Background: an optimization exercise with open tools, aiming at a short achievable clock period and few clock cycles per item. Do not read the settings as production practice.
In this exercise RTL edits were held to simulation tests only and were not proved equivalent to the original.
Power is estimated from default activity; no workload was simulated.

## flow/config.mk

```make
export PLATFORM = sky130hd
export DESIGN_NAME = vexec_unit
export DESIGN_NICKNAME = vexec_unit
export VERILOG_FILES = /design/flow/design.v
export SDC_FILE = /design/flow/constraint.sdc
export NUM_CORES = 4
export LEC_CHECK = 0
export CAP_MARGIN = 20
export CORE_MARGIN = 2
export CORE_UTILIZATION = 40
export SLEW_MARGIN = 20
```

## flow/constraint.sdc

```tcl
create_clock -name core_clock -period 4.0 [get_ports {clk}]
set_input_delay 0.8000 -clock core_clock [delete_from_list [all_inputs] [get_ports {clk}]]
set_output_delay 0.8000 -clock core_clock [all_outputs]
set_load 0.01 [all_outputs]
```

## flow/design.v

```verilog
`default_nettype none
package vexec_pkg;
   localparam int WORD_W  = 32;
   localparam int FIELD_W = 8;
   localparam int VPTR_W  = 5;
   typedef logic [WORD_W-1:0]  word_t;
   typedef logic [FIELD_W-1:0] reg_field_t;
   typedef enum logic [7:0] {
      NO_OP   = 8'd0,
      LV      = 8'd1,
      SV      = 8'd2,
      MTC1    = 8'd3,
      MFC1    = 8'd4,
      MOV_IMM = 8'd5
   } opcode_t;
   typedef enum logic {
      READ_REQ  = 1'b0,
      WRITE_REQ = 1'b1
   } access_t;
   typedef struct packed {
      logic       vld;
      opcode_t    op;
      reg_field_t reg1;
      reg_field_t reg2;
      reg_field_t reg3;
      word_t      imm;
   } dec_instr_t;
   typedef struct packed {
      logic              vld;
      access_t           access_type;
      word_t             access_length;
      logic [VPTR_W-1:0] vec_reg_ptr;
      word_t             addr;
   } ls_req_t;
   typedef struct packed {
      logic             en;
      logic [FIELD_W-1:0] addr;
      word_t            data;
   } sreg_wr_t;
endpackage
`default_nettype wire
`timescale 1ns/1ps
`default_nettype none
module instr_buffer
#(
   parameter int BUF_DEPTH = 4
) (
   input  wire   clk,
   input  wire   reset,
   input  wire   wr,
   input  vexec_pkg::word_t wr_data,
   output logic  full,
   input  wire   pop,
   output logic  empty,
   output vexec_pkg::word_t head
);
   localparam int PTR_W = $clog2(BUF_DEPTH);
   vexec_pkg::word_t            mem [BUF_DEPTH];
   logic [PTR_W-1:0] wr_ptr;
   logic [PTR_W-1:0] rd_ptr;
   logic [PTR_W:0]   count;
   logic             do_wr;
   logic             do_pop;
   assign full   = (count == BUF_DEPTH[PTR_W:0]);
   assign empty  = (count == '0);
   assign head   = mem[rd_ptr];
   assign do_wr  = wr && !full;
   assign do_pop = pop && !empty;
   always_ff @(posedge clk or negedge reset) begin
      if (!reset) begin
         wr_ptr <= '0;
         rd_ptr <= '0;
         count  <= '0;
      end else begin
         if (do_wr) begin
            wr_ptr <= wr_ptr + 1'b1;
         end
         if (do_pop) begin
            rd_ptr <= rd_ptr + 1'b1;
         end
         case ({do_wr, do_pop})
            2'b10:   count <= count + 1'b1;
            2'b01:   count <= count - 1'b1;
            default: count <= count;
         endcase
      end
   end
   always_ff @(posedge clk) begin
      if (do_wr) begin
         mem[wr_ptr] <= wr_data;
      end
   end
endmodule
`default_nettype wire
`timescale 1ns/1ps
`default_nettype none
module instr_decode
(
   input  wire        clk,
   input  wire        reset,
   input  wire        empty0,
   input  wire        empty1,
   input  vexec_pkg::word_t      head0,
   input  vexec_pkg::word_t      head1,
   output logic       pop0,
   output logic       pop1,
   input  wire        exec_ready,
   output vexec_pkg::dec_instr_t dec_instr
);
   vexec_pkg::dec_instr_t dec_q;
   logic       last_grant;
   logic       hdr_pend;
   logic       can_take;
   logic       grant0;
   logic       grant1;
   logic       do_pop;
   vexec_pkg::word_t      sel_word;
   vexec_pkg::opcode_t    sel_op;
   assign can_take = !dec_q.vld || exec_ready;
   always_comb begin
      grant0 = 1'b0;
      grant1 = 1'b0;
      if (!empty0 && (last_grant || empty1)) begin
         grant0 = 1'b1;
      end else if (!empty1) begin
         grant1 = 1'b1;
      end
   end
   assign pop0     = can_take && grant0;
   assign pop1     = can_take && grant1;
   assign do_pop   = pop0 || pop1;
   assign sel_word = pop1 ? head1 : head0;
   assign sel_op   = vexec_pkg::opcode_t'(sel_word[31:24]);
   always_ff @(posedge clk or negedge reset) begin
      if (!reset) begin
         dec_q      <= '0;
         hdr_pend   <= 1'b0;
         last_grant <= 1'b1;
      end else begin
         if (do_pop) begin
            last_grant <= pop1;
            if (hdr_pend) begin
               dec_q.imm <= sel_word;
               dec_q.vld <= 1'b1;
               hdr_pend  <= 1'b0;
            end else begin
               dec_q.op   <= sel_op;
               dec_q.reg1 <= sel_word[23:16];
               dec_q.reg2 <= sel_word[15:8];
               dec_q.reg3 <= sel_word[7:0];
               dec_q.imm  <= '0;
               dec_q.vld  <= (sel_op != vexec_pkg::MOV_IMM);
               hdr_pend   <= (sel_op == vexec_pkg::MOV_IMM);
            end
         end else if (dec_q.vld && exec_ready) begin
            dec_q.vld <= 1'b0;
         end
      end
   end
   assign dec_instr = dec_q;
endmodule
`default_nettype wire
`timescale 1ns/1ps
`default_nettype none
module vector_exec
(
   input  wire        clk,
   input  wire        reset,
   input  vexec_pkg::dec_instr_t dec_instr,
   output logic       exec_ready,
   output vexec_pkg::reg_field_t sreg_rd_addr,
   input  vexec_pkg::word_t      sreg_rd_data,
   output vexec_pkg::sreg_wr_t   sreg_wr,
   output vexec_pkg::ls_req_t    load_store_req,
   input  wire        load_store_busy
);
   vexec_pkg::ls_req_t ls_q;
   vexec_pkg::word_t   vec_len;
   logic    accept;
   assign exec_ready = !ls_q.vld;
   assign accept     = dec_instr.vld && exec_ready;
   always_comb begin
      case (dec_instr.op)
         vexec_pkg::LV, vexec_pkg::SV, vexec_pkg::MTC1: sreg_rd_addr = dec_instr.reg2;
         default:      sreg_rd_addr = '0;
      endcase
   end
   always_comb begin
      sreg_wr.en   = accept && ((dec_instr.op == vexec_pkg::MFC1) || (dec_instr.op == vexec_pkg::MOV_IMM));
      sreg_wr.addr = dec_instr.reg1;
      sreg_wr.data = (dec_instr.op == vexec_pkg::MFC1) ? vec_len : dec_instr.imm;
   end
   always_ff @(posedge clk or negedge reset) begin
      if (!reset) begin
         ls_q    <= '0;
         vec_len <= '0;
      end else if (ls_q.vld) begin
         if (!load_store_busy) begin
            ls_q <= '0;
         end
      end else if (accept) begin
         case (dec_instr.op)
            vexec_pkg::LV, vexec_pkg::SV: begin
               ls_q.vld           <= 1'b1;
               ls_q.access_type   <= (dec_instr.op == vexec_pkg::LV) ? vexec_pkg::READ_REQ : vexec_pkg::WRITE_REQ;
               ls_q.access_length <= vec_len;
               ls_q.vec_reg_ptr   <= dec_instr.reg1[vexec_pkg::VPTR_W-1:0];
               ls_q.addr          <= sreg_rd_data;
            end
            vexec_pkg::MTC1: begin
               vec_len <= sreg_rd_data;
            end
            default: begin
            end
         endcase
      end
   end
   assign load_store_req = ls_q;
endmodule
`default_nettype wire
`timescale 1ns/1ps
`default_nettype none
module scalar_reg_file
#(
   parameter int SCALAR_DEPTH = 16
) (
   input  wire        clk,
   input  wire        reset,
   input  vexec_pkg::reg_field_t rd_addr,
   output vexec_pkg::word_t      rd_data,
   input  vexec_pkg::sreg_wr_t   wr
);
   localparam int IDX_W = $clog2(SCALAR_DEPTH);
   vexec_pkg::word_t regs [SCALAR_DEPTH];
   assign rd_data = regs[rd_addr[IDX_W-1:0]];
   always_ff @(posedge clk or negedge reset) begin
      if (!reset) begin
         for (int i = 0; i < SCALAR_DEPTH; i++) begin
            regs[i] <= '0;
         end
      end else if (wr.en) begin
         regs[wr.addr[IDX_W-1:0]] <= wr.data;
      end
   end
endmodule
`default_nettype wire
`timescale 1ns/1ps
`default_nettype none
module vexec_unit
#(
   parameter int BUF_DEPTH    = 4,
   parameter int SCALAR_DEPTH = 16
) (
   input  wire         clk,
   input  wire         reset,
   input  wire         opcode_vld,
   input  wire  [31:0] opcode0,
   input  wire  [31:0] opcode1,
   output logic        inst_buff_full,
   output logic        ls_req_vld,
   output logic        ls_req_access_type,
   output logic [31:0] ls_req_access_length,
   output logic [4:0]  ls_req_vec_reg_ptr,
   output logic [31:0] ls_req_addr,
   input  wire         load_store_busy
);
   logic       full0;
   logic       full1;
   logic       empty0;
   logic       empty1;
   logic       pop0;
   logic       pop1;
   vexec_pkg::word_t      head0;
   vexec_pkg::word_t      head1;
   vexec_pkg::dec_instr_t dec_instr;
   logic       exec_ready;
   vexec_pkg::reg_field_t sreg_rd_addr;
   vexec_pkg::word_t      sreg_rd_data;
   vexec_pkg::sreg_wr_t   sreg_wr;
   vexec_pkg::ls_req_t    load_store_req;
   logic                  pair_wr;
   assign ls_req_vld           = load_store_req.vld;
   assign ls_req_access_type   = load_store_req.access_type;
   assign ls_req_access_length = load_store_req.access_length;
   assign ls_req_vec_reg_ptr   = load_store_req.vec_reg_ptr;
   assign ls_req_addr          = load_store_req.addr;
   assign inst_buff_full = full0 || full1;
   assign pair_wr        = opcode_vld && !inst_buff_full;
   instr_buffer #(.BUF_DEPTH(BUF_DEPTH)) buffer0 (
      .clk     (clk),
      .reset   (reset),
      .wr      (pair_wr),
      .wr_data (opcode0),
      .full    (full0),
      .pop     (pop0),
      .empty   (empty0),
      .head    (head0)
   );
   instr_buffer #(.BUF_DEPTH(BUF_DEPTH)) buffer1 (
      .clk     (clk),
      .reset   (reset),
      .wr      (pair_wr),
      .wr_data (opcode1),
      .full    (full1),
      .pop     (pop1),
      .empty   (empty1),
      .head    (head1)
   );
   instr_decode u_decode (
      .clk        (clk),
      .reset      (reset),
      .empty0     (empty0),
      .empty1     (empty1),
      .head0      (head0),
      .head1      (head1),
      .pop0       (pop0),
      .pop1       (pop1),
      .exec_ready (exec_ready),
      .dec_instr  (dec_instr)
   );
   vector_exec u_exec (
      .clk             (clk),
      .reset           (reset),
      .dec_instr       (dec_instr),
      .exec_ready      (exec_ready),
      .sreg_rd_addr    (sreg_rd_addr),
      .sreg_rd_data    (sreg_rd_data),
      .sreg_wr         (sreg_wr),
      .load_store_req  (load_store_req),
      .load_store_busy (load_store_busy)
   );
   scalar_reg_file #(.SCALAR_DEPTH(SCALAR_DEPTH)) u_sregs (
      .clk     (clk),
      .reset   (reset),
      .rd_addr (sreg_rd_addr),
      .rd_data (sreg_rd_data),
      .wr      (sreg_wr)
   );
endmodule
`default_nettype wire
```

## flow/run.sh

```bash
#!/bin/bash
# synth_recipe.tcl (not shown) runs the flow's synth.tcl, then flattens the netlist and writes it again
# the make line also repeats each setting of config.mk as NAME=value (left out here)
make -C /OpenROAD-flow-scripts/flow DESIGN_CONFIG=/design/flow/config.mk WORK_HOME=/design/flow/orfs CLKGATE_MAP_FILE= SYNTH_SCRIPT=/design/flow/synth_recipe.tcl finish
```

==> results.py <==
metrics = {
    "clock_tree": {
        "cts_made_buffers": 95,
        "clockBufferDepth": 3,
        "cts_setup_buffers": 0,
        "cts_sinks": 937,
        "clk_pin_slew_worst_paths_ns": 0.06,
        "clkLatencyLatePin_ns": 0.69,
        "ctsHtreeMaxLevel": 3,
        "cts_root_buffer": "clkbuf_16",
        "cts_resized": 0,
        "cts_tree": "done",
        "cts_hold_buf": 0,
    },
    "power_and_ir_drop": {
        "power_leakage_nw": 18.2,
        "p_per_area_mw_per_mm2": 612,
        "power_w": 0.0275,
        "ir_worst_vdd_mv": 0.414,
    },
    "timing": {
        "fin_crit_ns": 3.30,
        "fin_tns_setup_ns": 0,
        "tightest_slew_ns": 1.10,
        "relSlewSlack_pct": 26.2,
        "slew_viol_final": 0,
        "hold_violations": 0,
        "setup_viol": 0,
        "clock_skew_ns": 0.0484,
        "period_share_pct": 82.5,
        "fmax_mhz": 303,
        "rsz0062_at_grt": "no",
    },
    "final_layout": {
        "fin_nets": 3440,
        "diodes": 0,
        "multi_input_area_sq_mm": 0.0128,
        "fill_cells": 8658,
        "syn_to_final_growth_pct": 16.5,
        "drive_gt1_share_pct": 12.2,
        "seq_area_sq_mm": 0.0247,
    },
    "synth": {
        "synthArstFlopShare_pct": 72.7,
        "yosysWarnings": 5,
        "syn_area_sq_mm": 0.0386,
        "postSynthCellCount": 3262,
        "ys_seq_area_share_pct": 64.1,
        "synth_edf_count": 256,
        "synth.distinct_cells": 73,
        "synth_flop_cell": "dfrtp_1",
        "avgSynthCellArea_sq_um": 11.8,
        "synth_seq_cells": 937,
        "syn_nets": 3342,
    },
    "placement": {
        "place.gp.congestion": 0.794,
        "hpwl_mm": 68.6,
        "port_buffers": 139,
    },
    "global_route": {
        "grt_pass1_wl_mm": 168,
        "grt_pass1_vias": 25993,
        "grt_usage_pct": 22.5,
        "gr-total-overflow": 0,
        "grt_max_degree": 140,
        "antenna_found_initial": 1,
    },
    "worst_setup_path": {
        "slowest_delay_ns": 0.73,
        "crit_arrival_ns": 3.85,
        "crit_top_cell": "buf_4",
        "path_cells": "clkinv_1 > nand2_1 > o221ai_1 > a2111oi_0 > buf_4 > a21oi_1 > buf_4 > mux2_2",
        "regToRegSetupSlack_ns": 0.70,
        "r2r.worst_path.cells": 8,
        "cp-start-kind": "flop",
        "r2r_end": "u_exec.vec_len[15]$_DFFE_PN0P_",
        "endpoint": "u_exec.vec_len[15]$_DFFE_PN0P_",
        "startpoint": "u_decode.dec_q[42]$_DFFE_PN0P_",
        "crit_slowest_cell": "dfrtp_2",
        "crit-reg2reg-launch": "u_decode.dec_q[42]$_DFFE_PN0P_",
        "worstPathMaxFanout": 18,
        "end_kind": "flop",
        "crit_type": "flop to flop",
        "required_ns": 4.55,
    },
    "hold_path": {
        "hold_class": "primary input to asynchronous set/reset pin",
    },
    "floorplan": {
        "die_w_um": 315,
        "die_y_um": 315,
        "row_count": 113,
        "initial_core_util_pct": 40.5,
        "fp.dieArea_sq_mm": 0.0989,
        "pin_count": 140,
        "core_area_sq_mm": 0.0953,
    },
    "routing": {
        "routed_wl_mm": 110,
        "viasPerCell": 5.55,
        "dr.pass1.iters": 8,
        "ant_nets": 0,
        "route.detailed.drc": 0,
        "avgRoutedWirePerCell_um": 23.4,
        "drt_iter0_drc": 2509,
        "via_count": 26095,
    },
    "outcome": {
        "status": "no timing/DRC/antenna violations",
    },
    "job": {
        "cap_viol_max_count": 0,
    },
}
## cell type report
type	count	share of cell area, %
inverter	21	0.175
sequential	937	55.1
multi-input combinational	2043	28.4
timing repair buffer	262	5.64
clock buffer	134	6.09
tap	1265	3.52
clock inverter	43	1.06
## metrics by stage
stage	utilization (%)	setup slack [ns]	hold slack, ns	instances	area [sq um]
2_1_floorplan	-	1.20	0.442	3262	38600
3_3_place_gp	43.8	0.733	0.456	4528	41700
3_5_place_dp	43.8	0.705	0.465	4528	41700
4_1_cts	47.1	0.697	0.0577	4705	44900
5_1_grt	47.1	0.527	0.0765	4705	44900
6_report	47.1	0.701	0.0633	4705	44900
## layer usage
layer	vias to the layer above	global-route usage, %	part of all wire, %
li1	11921	-	-
met1	13185	31.8	44
met2	841	35.9	47
met3	148	3.79	6.7
met4	0	5.93	2.2
met5	-	0	0
## sequential cells by signal, indices dropped and copies added, names as in the netlist
name / count
u_sregs.regs: 512
u_exec.vec_len: 32
buffer0.count: 3
buffer1.mem: 128
u_decode.hdr_pend: 1
buffer0.wr_ptr: 2
buffer0.mem: 128
buffer1.count: 3
buffer1.wr_ptr: 2
u_decode.last_grant: 1
u_decode.dec_q: 50
buffer0.rd_ptr: 2
buffer1.rd_ptr: 2
u_exec.ls_q: 71
## worst min-delay path by stage
stage / end / slack [ns] / cells after the start
after floorplan: u_sregs.regs[1][18]$_DFFE_PN0P_ / 0.44 / 2
after CTS: u_sregs.regs[3][10]$_DFFE_PN0P_ / 0.06 / 1
after global placement: u_sregs.regs[1][28]$_DFFE_PN0P_ / 0.46 / 2
after detailed placement: u_sregs.regs[11][18]$_DFFE_PN0P_ / 0.46 / 2
after global routing: u_sregs.regs[5][9]$_DFFE_PN0P_ / 0.08 / 1
final: u_sregs.regs[5][9]$_DFFE_PN0P_ / 0.06 / 1
## cells in the final DEF, fill, tap and decap left out, drive strengths merged, types with 33 or more instances in the layout
cell / netlist / layout
edfxtp: 256 / 256
buf: 64 / 124
o21ai: 496 / 496
mux2i: 136 / 136
clkbuf: 197 / 134
dfrtp: 680 / 680
clkinv: 2 / 33
mux4: 70 / 70
nor2: 203 / 203
a22o: 64 / 64
nand2: 506 / 506
a21oi: 172 / 172
clkdlybuf4s50: 0 / 138
a22oi: 94 / 94
## synth_stat cells (11+ instances only)
cell	number	area (sq um)
dfrtp_1	680	17000
nand2_1	506	1900
o21ai_0	454	2270
edfxtp_1	256	7690
nor2_1	203	762
clkbuf_1	197	739
a21oi_1	172	861
mux2i_1	136	1360
a22oi_1	94	706
mux4_2	70	1580
a22o_1	64	561
o21ai_1	42	210
o221ai_1	29	254
buf_2	26	130
nand3_1	24	120
buf_1	21	78.8
inv_1	19	71.3
or2_2	16	100
o22ai_1	15	93.8
a211oi_1	14	105
a21o_1	14	105
buf_4	14	105
and3_1	13	81.3
mux2_2	13	146
a221oi_1	11	96.3
## critical path, delay by kind of cell, from the launching register on
kind            cells  cell delay [ns]
simple gates        1             0.44
buf+inv             3             1.06
mux                 1             0.26
flops               1             0.73
compound gates      3             0.67
## where the power goes
group	switching [W]	internal, W	total (W)
registers	0.00106	0.0110	0.0121
clock network	0.00391	0.00514	0.00906
logic	0.00393	0.00241	0.00634
## kinds of logic (layout without fill, tap and decap cells)
| kind of cell | count (synthesis) | count (layout) | synth area share, % |
|---|---|---|---|
| flops | 937 | 937 | 64.1 |
| xor+xnor | 13 | 13 | 0.295 |
| simple gates | 844 | 844 | 9.42 |
| mux | 219 | 219 | 8.00 |
| compound gates | 955 | 955 | 14.7 |
| fa+ha+maj | 12 | 12 | 0.428 |
| buf+inv | 282 | 460 | 3.02 |
Testbench counts, summed over its fixed seeds: cycles 5,344, words 3,840.

static timing again, ports no longer ideal:
No port has a modelled driver above. Below, the same layout with a new extraction and two added sets of constraints.
Step 1 assumes that a clkbuf_16 drives the clock port and a buf_2 every other input.
Step 2 times the ports against the registers' clock, not the clock port: input delays grow and output delays shrink by t, the midpoint of the rising clock arrivals with the driver on.
a / b / c = ideal / step 1 / step 2; a / b = the first two.
shift t [ns]: 0.732
setup WS [ns]: 0.701 / 0.701 / 0.701
latest minus earliest clock arrival (ns): 0.050 / 0.050
After both steps this run still meets setup and hold. For this run, drivers alone change the setup slack by 0.000 ns; drivers and shift together by 0.000 ns.
